Source: an optimization exercise on an open RTL-to-GDS flow (aim: small area). Production flows keep margins and buffers that such runs may drop. At most, simulation tests tie the RTL to the original design; equivalence was not proved. The clock port is modelled as an ideal driver; clocking choices that lean on that would not hold on a real chip. Power is estimated from default activity; no workload was simulated.

old:
==> flow/design.v (excerpt) <==
module poker_table
#(
	parameter poker_money_pkg::chip_t START_CHIPS = 15'd2000
)
(
	input logic clock,
	input logic resetn,
	input logic start,
	input logic action_valid,
	input poker_flow_pkg::action_t action,
	input logic showdown_valid,
	input poker_flow_pkg::winner_t showdown_winner,
	output logic action_ready,
	output logic showdown_ready,
	output poker_money_pkg::seat_t to_act,
	output poker_flow_pkg::street_t street,
	output poker_money_pkg::chip_t stack0,
	output poker_money_pkg::chip_t stack1,
	output poker_money_pkg::chip_t bet0,
	output poker_money_pkg::chip_t bet1,
	output poker_money_pkg::chip_t pot,
	output logic hand_over,
	output logic match_over,
	output poker_money_pkg::seat_t match_winner
);
Settings: LEC_CHECK=0, CAP_MARGIN=0, CORE_MARGIN=2, CORE_UTILIZATION=40, GPL_TIMING_DRIVEN=0, SLEW_MARGIN=0; clock period 15.0 ns.
standard.sh (not shown) runs the stock make flow with config.mk's settings and CLKGATE_MAP_FILE= SYNTH_SCRIPT=/design/flow/synth_recipe.tcl, a recipe that flattens the netlist after the stock synthesis.
==> flow/flow/run.sh <==
#!/bin/bash
# Standard layout (the standard.sh, standard synthesis unchanged) with smaller buffers.
set -uo pipefail
export REMOVE_ABC_BUFFERS=1
export BUFFER_PORTS_ARGS="-buffer_cell sky130_fd_sc_hd__buf_1"
export CTS_ARGS="-sink_clustering_enable -repair_clock_nets -buf_list sky130_fd_sc_hd__clkbuf_8 -dont_use_dummy_load -sink_clustering_size 30 -sink_clustering_max_diameter 100"
bash standard.sh > standard_flow.log 2>&1
Having completed the whole flow, old delivered a layout that passed the timing, DRC and antenna checks.
[inputs] new vs old
==> flow/flow/run.sh <==
#!/bin/bash
# Standard layout (the standard.sh, standard synthesis unchanged) with smaller buffers.
set -uo pipefail
export REMOVE_ABC_BUFFERS=1
export BUFFER_PORTS_ARGS="-buffer_cell sky130_fd_sc_hd__buf_1"
export CTS_ARGS="-sink_clustering_enable -repair_clock_nets -buf_list sky130_fd_sc_hd__clkbuf_16 -dont_use_dummy_load -sink_clustering_size 64 -sink_clustering_max_diameter 500"
bash standard.sh > standard_flow.log 2>&1
Findings:
new was carried through to the last stage, and its layout satisfied the timing, DRC and antenna checks.
Number of enable flip-flop cells after synthesis: new vs old identical
Relative to old, the overall power after layout of new is higher by about 5%.
~same wire length in new and old
Delta (new minus old): sequential share of layout area -0.27 points; detailed route wirelength on metal2 +1.5%; final area +about 1.5%; maximum cell stage delay along the critical path -20 ps; portion of total power attributed to combinational logic -3.0 points.
In terms of worst hold slack, new and old differ only marginally.
No functional check of the RTL was part of any run of this note.

* * *

job 101:
poker_table, a different RTL version from the one above (not shown whole).
Size in the first run: ~750 cells after synthesis, about 94 I/O pins, roughly 0.0061 sq mm of cells after synthesis.
## poker_table
module poker_table
#(
	parameter poker_money_pkg::chip_t START_CHIPS = 15'd2000
)
(
	input logic clock,
	input logic resetn,
	input logic start,
	input logic action_valid,
	input poker_flow_pkg::action_t action,
	input logic showdown_valid,
	input poker_flow_pkg::winner_t showdown_winner,
	output logic action_ready,
	output logic showdown_ready,
	output poker_money_pkg::seat_t to_act,
	output poker_flow_pkg::street_t street,
	output poker_money_pkg::chip_t stack0,
	output poker_money_pkg::chip_t stack1,
	output poker_money_pkg::chip_t bet0,
	output poker_money_pkg::chip_t bet1,
	output poker_money_pkg::chip_t pot,
	output logic hand_over,
	output logic match_over,
	output poker_money_pkg::seat_t match_winner
);
	typedef logic [11:0] amt_t;	 
	localparam amt_t START = amt_t'(START_CHIPS);
	localparam amt_t ALL = amt_t'(2 * START_CHIPS);
	localparam amt_t SB = amt_t'(poker_money_pkg::SMALL_BLIND);
	localparam amt_t BB = amt_t'(poker_money_pkg::BIG_BLIND);
	localparam logic [3:0] S_IDLE = 4'd15;
	localparam logic [3:0] S_RESET = 4'd8;
	localparam logic [3:0] S_NEW_HAND = 4'd3;
	localparam logic [3:0] S_BLINDS = 4'd5;
	localparam logic [3:0] S_WAIT = 4'd13;
	localparam logic [3:0] S_APPLY = 4'd10;
	localparam logic [3:0] S_STREET_END = 4'd11;
	localparam logic [3:0] S_SHOWDOWN = 4'd7;
	localparam logic [3:0] S_AWARD = 4'd4;
	localparam logic [3:0] S_HAND_DONE = 4'd0;
	localparam logic [3:0] S_MATCH_OVER = 4'd9;
  ...
==> flow/config.mk <==
export PLATFORM = sky130hd
export DESIGN_NAME = poker_table
export DESIGN_NICKNAME = poker_table
export VERILOG_FILES = /design/flow/design.v
export SDC_FILE = /design/flow/constraint.sdc
export NUM_CORES = 4
export LEC_CHECK = 0
export CAP_MARGIN = 20
export CORE_MARGIN = 2
export CORE_UTILIZATION = 40
export GPL_TIMING_DRIVEN = 0
export SLEW_MARGIN = 20
==> flow/constraint.sdc <==
create_clock -name core_clock -period 15.0 [get_ports {clock}]
set_input_delay 3.0000 -clock core_clock [delete_from_list [all_inputs] [get_ports {clock}]]
set_output_delay 3.0000 -clock core_clock [all_outputs]
set_load 0.01 [all_outputs]
==> flow/flow/run.sh <==
#!/bin/bash
# The standard layout (standard.sh, with the standard synthesis unchanged), plus:
# - after floorplan, OpenROAD's restructure re-maps the combinational logic for area; the
#   registers keep their names and cells. Three candidates (restructure run 1, 2 or 3 times,
#   flow/restructure_cand.tcl) are made from the same floorplan and the smallest one is kept.
#   restructure reads a copy of the platform liberty without its don't-use cells
#   (flow/filter_lib.py);
# - synthesis buffers are removed at floorplan, every port still gets a buffer but of the
#   smallest buffer cell;
# - the clock tree is built by hand before CTS (flow/clocktree.tcl): a root clock buffer and six
#   leaf clock buffers, one per sixth of the registers.
# Each tool's output goes to a log of its own here; each ORFS step also logs under orfs/logs/.
set -uo pipefail
RES="$PWD/orfs/results/$FLOW_PLATFORM/poker_table/base"
python3 flow/filter_lib.py "$FLOW_HOME/platforms/sky130hd/lib/sky130_fd_sc_hd__tt_025C_1v80.lib" \
  "$PWD/hd_nodontuse.lib" > filter_lib.log 2>&1
export REMOVE_ABC_BUFFERS=1
export BUFFER_PORTS_ARGS="-buffer_cell sky130_fd_sc_hd__buf_1"
export PRE_CTS_TCL="$PWD/flow/clocktree.tcl"
export CTS_ARGS="-sink_clustering_enable -repair_clock_nets -buf_list sky130_fd_sc_hd__clkbuf_8 -dont_use_dummy_load -clk_nets clock"

bash standard.sh "$RES/2_1_floorplan.odb" > standard_flow_floorplan.log 2>&1

best=""
best_area=""
if [[ -f "$RES/2_1_floorplan.odb" ]]; then
  cp "$RES/2_1_floorplan.odb" "$PWD/floorplan_before_restructure.odb"
  for k in 1 2 3; do
    RS_PLATFORM_LIB="$FLOW_HOME/platforms/sky130hd/lib/sky130_fd_sc_hd__tt_025C_1v80.lib" \
    RS_IN="$PWD/floorplan_before_restructure.odb" RS_SDC="$RES/2_1_floorplan.sdc" \
    RESTRUCT_LIB="$PWD/hd_nodontuse.lib" RESTRUCT_DIR="$PWD/restructure_work_$k" \
    RS_ITERS=$k RS_OUT="$PWD/restructure_cand_$k.odb" \
      openroad -no_init -exit flow/restructure_cand.tcl > restructure_cand_$k.log 2>&1 &
  done
  wait
  for k in 1 2 3; do
    a=$(sed -n 's/^restructure_cand: area //p' restructure_cand_$k.log)
    if [[ -n "$a" && -f "restructure_cand_$k.odb" ]]; then
      if [[ -z "$best" ]] || python3 -c "import sys; sys.exit(0 if $a < $best_area else 1)"; then
        best=$k; best_area=$a
      fi
    fi
  done
  echo "restructure candidates: kept $best (area $best_area)" > restructure_choice.log
  if [[ -n "$best" ]]; then
    cp "restructure_cand_$best.odb" "$RES/2_1_floorplan.odb"
  fi
fi

bash standard.sh > standard_flow.log 2>&1
==> flow/flow/clocktree.tcl <==
# Clock tree by hand, run before CTS: the registers are split into six groups by position
# (a median cut in x, then each half in three by y), each driven by one leaf clock buffer at
# the group's centre, and one root clock buffer, fed by the clock port, drives the leaves. CTS then finds a
# single sink on the clock port's net and leaves the tree as it is.
set leaf_cell sky130_fd_sc_hd__clkbuf_8
set root_cell sky130_fd_sc_hd__clkbuf_4
set block [ord::get_db_block]
set db [ord::get_db]
set clk_net [$block findNet clock]

proc inst_center { inst } {
  set bb [$inst getBBox]
  return [list [expr {([$bb xMin] + [$bb xMax]) / 2}] [expr {([$bb yMin] + [$bb yMax]) / 2}]]
}
proc centroid { items } {
  set sx 0; set sy 0
  foreach it $items { lassign [lindex $it 1] x y; set sx [expr {$sx + $x}]; set sy [expr {$sy + $y}] }
  set n [llength $items]
  return [list [expr {$sx / $n}] [expr {$sy / $n}]]
}
proc place_at { inst xy } {
  lassign $xy x y
  set m [$inst getMaster]
  $inst setLocation [expr {$x - [$m getWidth] / 2}] [expr {$y - [$m getHeight] / 2}]
  $inst setPlacementStatus PLACED
}

# Clock sinks with their positions
set sinks {}
foreach it [$clk_net getITerms] {
  lappend sinks [list $it [inst_center [$it getInst]]]
}
set sinks [lsort -integer -index {1 0} $sinks]
set half [expr {[llength $sinks] / 2}]
set groups {}
foreach part [list [lrange $sinks 0 [expr {$half - 1}]] [lrange $sinks $half end]] {
  set part [lsort -integer -index {1 1} $part]
  set n [llength $part]
  set a [expr {$n / 3}]
  set b [expr {(2 * $n) / 3}]
  lappend groups [lrange $part 0 [expr {$a - 1}]] [lrange $part $a [expr {$b - 1}]] [lrange $part $b end]
}

set root [odb::dbInst_create $block [$db findMaster $root_cell] clktree_root]
set root_net [odb::dbNet_create $block clktree_root_net]
$root_net setSigType CLOCK
[$root findITerm A] connect $clk_net
[$root findITerm X] connect $root_net
place_at $root [centroid $sinks]

set k 0
foreach g $groups {
  set leaf [odb::dbInst_create $block [$db findMaster $leaf_cell] clktree_leaf_$k]
  set leaf_net [odb::dbNet_create $block clktree_leaf_net_$k]
  $leaf_net setSigType CLOCK
  foreach s $g {
    set it [lindex $s 0]
    $it disconnect
    $it connect $leaf_net
  }
  [$leaf findITerm A] connect $root_net
  [$leaf findITerm X] connect $leaf_net
  place_at $leaf [centroid $g]
  puts "clocktree.tcl: leaf $k drives [llength $g] clock pins"
  incr k
}
Other scripts of this flow, unchanged in this note and not shown: flow/flow/filter_lib.py, flow/flow/restructure_cand.tcl
--- input diff job 101..job 102 ---
Settings: changing CAP_MARGIN from 20 to 10; changing SLEW_MARGIN from 20 to 10.
-- flow/flow/run.sh --
<<< job 101, line 7
#   (flow/filter_lib.py);
# - synthesis buffers are removed at floorplan, every port still gets a buffer but of the
#   smallest buffer cell;
# - the clock tree is built by hand before CTS (flow/clocktree.tcl): a root clock buffer and six
#   leaf clock buffers, one per sixth of the registers.
# Each tool's output goes to a log of its own here; each ORFS step also logs under orfs/logs/.
set -uo pipefail
>>> job 102, line 7
#   (flow/filter_lib.py);
# - synthesis buffers are removed at floorplan, every port still gets a buffer but of the
#   smallest buffer cell; the constant outputs share one tie cell;
# - the clock tree is built by hand before CTS (flow/clocktree.tcl): a root clock buffer and five
#   leaf clock buffers, one per fifth of the registers.
# Each tool's output goes to a log of its own here; each ORFS step also logs under orfs/logs/.
set -uo pipefail
<<< job 101, line 16
  "$PWD/hd_nodontuse.lib" > filter_lib.log 2>&1
export REMOVE_ABC_BUFFERS=1
export BUFFER_PORTS_ARGS="-buffer_cell sky130_fd_sc_hd__buf_1"
export PRE_CTS_TCL="$PWD/flow/clocktree.tcl"
>>> job 102, line 16
  "$PWD/hd_nodontuse.lib" > filter_lib.log 2>&1
export REMOVE_ABC_BUFFERS=1
export SKIP_REPAIR_TIE_FANOUT=1
export BUFFER_PORTS_ARGS="-buffer_cell sky130_fd_sc_hd__buf_1"
export PRE_CTS_TCL="$PWD/flow/clocktree.tcl"
-- flow/flow/clocktree.tcl --
<<< job 101, line 1
# Clock tree by hand, run before CTS: the registers are split into six groups by position
# (a median cut in x, then each half in three by y), each driven by one leaf clock buffer at
# the group's centre, and one root clock buffer, fed by the clock port, drives the leaves. CTS then finds a
# single sink on the clock port's net and leaves the tree as it is.
set leaf_cell sky130_fd_sc_hd__clkbuf_8
set root_cell sky130_fd_sc_hd__clkbuf_4
>>> job 102, line 1
# Clock tree by hand, run before CTS: the registers are split into five groups by position (a
# cut in x into 2/5 and 3/5 of the pins, then cuts in y into two and three groups), each driven
# by one leaf clock buffer at the group's centre, and one root clock buffer, fed by the clock
# port, drives the leaves. CTS then finds a single sink on the clock port's net and leaves the
# tree as it is.
set leaf_cell sky130_fd_sc_hd__clkbuf_8
set root_cell sky130_fd_sc_hd__clkbuf_4
<<< job 101, line 32
}
set sinks [lsort -integer -index {1 0} $sinks]
set half [expr {[llength $sinks] / 2}]
set groups {}
foreach part [list [lrange $sinks 0 [expr {$half - 1}]] [lrange $sinks $half end]] {
  set part [lsort -integer -index {1 1} $part]
  set n [llength $part]
  set a [expr {$n / 3}]
  set b [expr {(2 * $n) / 3}]
  lappend groups [lrange $part 0 [expr {$a - 1}]] [lrange $part $a [expr {$b - 1}]] [lrange $part $b end]
}

>>> job 102, line 33
}
set sinks [lsort -integer -index {1 0} $sinks]
# Two x-slices holding 2/5 and 3/5 of the pins, cut by y into two and three groups
set n_all [llength $sinks]
set cut [expr {(2 * $n_all + 2) / 5}]
set groups {}
foreach part [list [lrange $sinks 0 [expr {$cut - 1}]] [lrange $sinks $cut end]] nparts {2 3} {
  set part [lsort -integer -index {1 1} $part]
  set n [llength $part]
  set lo 0
  for {set j 1} {$j <= $nparts} {incr j} {
    set hi [expr {($j * $n) / $nparts}]
    lappend groups [lrange $part $lo [expr {$hi - 1}]]
    set lo $hi
  }
}

[summary]
Critical path depth: job 102 vs job 101 down about 3%. Compared to job 101, the routing of job 102 uses less wire. Clock-pin slew on the worst setup and hold paths: job 102 vs job 101, no meaningful difference. Job 102 -> job 101: quantity of gates resized following cts delta 0, exact match.
--- input diff job 102..job 103 ---
Settings: CORE_UTILIZATION now 60, was 40.
-- flow/flow/run.sh --
<<< job 102, line 8
# - synthesis buffers are removed at floorplan, every port still gets a buffer but of the
#   smallest buffer cell; the constant outputs share one tie cell;
# - the clock tree is built by hand before CTS (flow/clocktree.tcl): a root clock buffer and five
#   leaf clock buffers, one per fifth of the registers.
# Each tool's output goes to a log of its own here; each ORFS step also logs under orfs/logs/.
set -uo pipefail
>>> job 103, line 8
# - synthesis buffers are removed at floorplan, every port still gets a buffer but of the
#   smallest buffer cell; the constant outputs share one tie cell;
# - the clock tree is built by hand before CTS (flow/clocktree.tcl): a root clock buffer and four
#   leaf clock buffers, one per quarter of the registers.
# Each tool's output goes to a log of its own here; each ORFS step also logs under orfs/logs/.
set -uo pipefail
-- flow/flow/clocktree.tcl --
<<< job 102, line 1
# Clock tree by hand, run before CTS: the registers are split into five groups by position (a
# cut in x into 2/5 and 3/5 of the pins, then cuts in y into two and three groups), each driven
# by one leaf clock buffer at the group's centre, and one root clock buffer, fed by the clock
# port, drives the leaves. CTS then finds a single sink on the clock port's net and leaves the
# tree as it is.
set leaf_cell sky130_fd_sc_hd__clkbuf_8
set root_cell sky130_fd_sc_hd__clkbuf_4
>>> job 103, line 1
# Clock tree by hand, run before CTS: the registers are split into four groups by position
# (a median cut in x, then in y), each driven by one leaf clock buffer at the group's centre,
# and one root clock buffer, fed by the clock port, drives the four leaves. CTS then finds a
# single sink on the clock port's net and leaves the tree as it is.
set leaf_cell sky130_fd_sc_hd__clkbuf_8
set root_cell sky130_fd_sc_hd__clkbuf_4
<<< job 102, line 33
}
set sinks [lsort -integer -index {1 0} $sinks]
# Two x-slices holding 2/5 and 3/5 of the pins, cut by y into two and three groups
set n_all [llength $sinks]
set cut [expr {(2 * $n_all + 2) / 5}]
set groups {}
foreach part [list [lrange $sinks 0 [expr {$cut - 1}]] [lrange $sinks $cut end]] nparts {2 3} {
  set part [lsort -integer -index {1 1} $part]
  set n [llength $part]
  set lo 0
  for {set j 1} {$j <= $nparts} {incr j} {
    set hi [expr {($j * $n) / $nparts}]
    lappend groups [lrange $part $lo [expr {$hi - 1}]]
    set lo $hi
  }
}

>>> job 103, line 32
}
set sinks [lsort -integer -index {1 0} $sinks]
set half [expr {[llength $sinks] / 2}]
set groups {}
foreach part [list [lrange $sinks 0 [expr {$half - 1}]] [lrange $sinks $half end]] {
  set part [lsort -integer -index {1 1} $part]
  set q [expr {[llength $part] / 2}]
  lappend groups [lrange $part 0 [expr {$q - 1}]] [lrange $part $q end]
}

--- outcome ---
Job 103 ended with more combinational power than job 102. Job 103 vs. job 102: final critical delay including setup and external delays higher, post-route cell area lower, first-pass GRT wire length lower, setup slack lower, global-route usage higher. Job 103 ended up with a lower clock network fraction of design power than job 102 did. Compared with job 102, in job 103 number of tap cells added at floorplan lower, area added between synthesis and finish went down 1.4 points.
--- input diff job 103..job 104 ---
Settings: SLEW_MARGIN changed from 10 to 20; CORE_UTILIZATION changed from 60 to 40; CAP_MARGIN changed from 10 to 20.
-- flow/flow/run.sh --
<<< job 103, line 8
# - synthesis buffers are removed at floorplan, every port still gets a buffer but of the
#   smallest buffer cell; the constant outputs share one tie cell;
# - the clock tree is built by hand before CTS (flow/clocktree.tcl): a root clock buffer and four
#   leaf clock buffers, one per quarter of the registers.
# Each tool's output goes to a log of its own here; each ORFS step also logs under orfs/logs/.
set -uo pipefail
>>> job 104, line 8
# - synthesis buffers are removed at floorplan, every port still gets a buffer but of the
#   smallest buffer cell; the constant outputs share one tie cell;
# - the clock tree is built by hand before CTS (flow/clocktree.tcl): a root clock buffer and six
#   leaf clock buffers, one per sixth of the registers.
# Each tool's output goes to a log of its own here; each ORFS step also logs under orfs/logs/.
set -uo pipefail
-- flow/flow/clocktree.tcl --
<<< job 103, line 1
# Clock tree by hand, run before CTS: the registers are split into four groups by position
# (a median cut in x, then in y), each driven by one leaf clock buffer at the group's centre,
# and one root clock buffer, fed by the clock port, drives the four leaves. CTS then finds a
# single sink on the clock port's net and leaves the tree as it is.
set leaf_cell sky130_fd_sc_hd__clkbuf_8
>>> job 104, line 1
# Clock tree by hand, run before CTS: the registers are split into six groups by position
# (a median cut in x, then each half in three by y), each driven by one leaf clock buffer at
# the group's centre, and one root clock buffer, fed by the clock port, drives the leaves. CTS then finds a
# single sink on the clock port's net and leaves the tree as it is.
set leaf_cell sky130_fd_sc_hd__clkbuf_8
<<< job 103, line 36
foreach part [list [lrange $sinks 0 [expr {$half - 1}]] [lrange $sinks $half end]] {
  set part [lsort -integer -index {1 1} $part]
  set q [expr {[llength $part] / 2}]
  lappend groups [lrange $part 0 [expr {$q - 1}]] [lrange $part $q end]
}

>>> job 104, line 36
foreach part [list [lrange $sinks 0 [expr {$half - 1}]] [lrange $sinks $half end]] {
  set part [lsort -integer -index {1 1} $part]
  set n [llength $part]
  set a [expr {$n / 3}]
  set b [expr {(2 * $n) / 3}]
  lappend groups [lrange $part 0 [expr {$a - 1}]] [lrange $part $a [expr {$b - 1}]] [lrange $part $b end]
}

[summary]
Job 103 → job 104: final cell count went up by 5.3%; total global routing track utilization shrank by 12 points; maximum clock frequency increased 1.9%; number of placement rows saw an increase.
Async set-or-reset flop fraction in the synthesized netlist came out exactly the same in job 103 and job 104.
Shortest clock period the worst path allows after layout: job 104 vs job 103 down 0.17 ns
Delta (job 104 minus job 103): power moved up; post-placement setup slack now larger; worst path setup slack after routing increased by 0.17 ns relative to the old numbers.

-- port drivers added, routing unchanged --
How much do the figures lean on ideal ports? The routed layouts below were timed once more, with nothing changed but the port constraints.
Step 1: set_driving_cell puts a clkbuf_16 on clock and a buf_2 on each other input, an assumption about the parent block.
Step 2 adds t to the input delays and takes it off the output delays; t is the mean of the earliest and latest rising clock arrival at the registers after step 1. Input paths then give back, and output paths get back, about the clock's delay inside the block.
Three values: ideal ports, drivers, drivers and shift; two values: the first two.
| run | t (ns) | slack for setup (ns) | slew at the worst register clock pin (ns) |
|---|---|---|---|
| old | 0.409 | 6.657 / 6.618 / 7.027 | 0.08 / 0.08 |
| new | 0.384 | 6.704 / 6.663 / 7.047 | 0.06 / 0.06 |
| job 101 | 0.477 | 5.881 / 5.881 / 5.881 | 0.10 / 0.10 |
| job 102 | 0.467 | 5.855 / 5.855 / 5.855 | 0.11 / 0.11 |
| job 103 | 0.440 | 5.748 / 5.747 / 5.747 | 0.12 / 0.12 |
| job 104 | 0.483 | 5.918 / 5.898 / 5.918 | 0.09 / 0.09 |
After both steps every run listed still meets setup and hold. The setup slack of job 103, which loses most, moves by -0.001 ns with the drivers and by -0.001 ns with both steps.
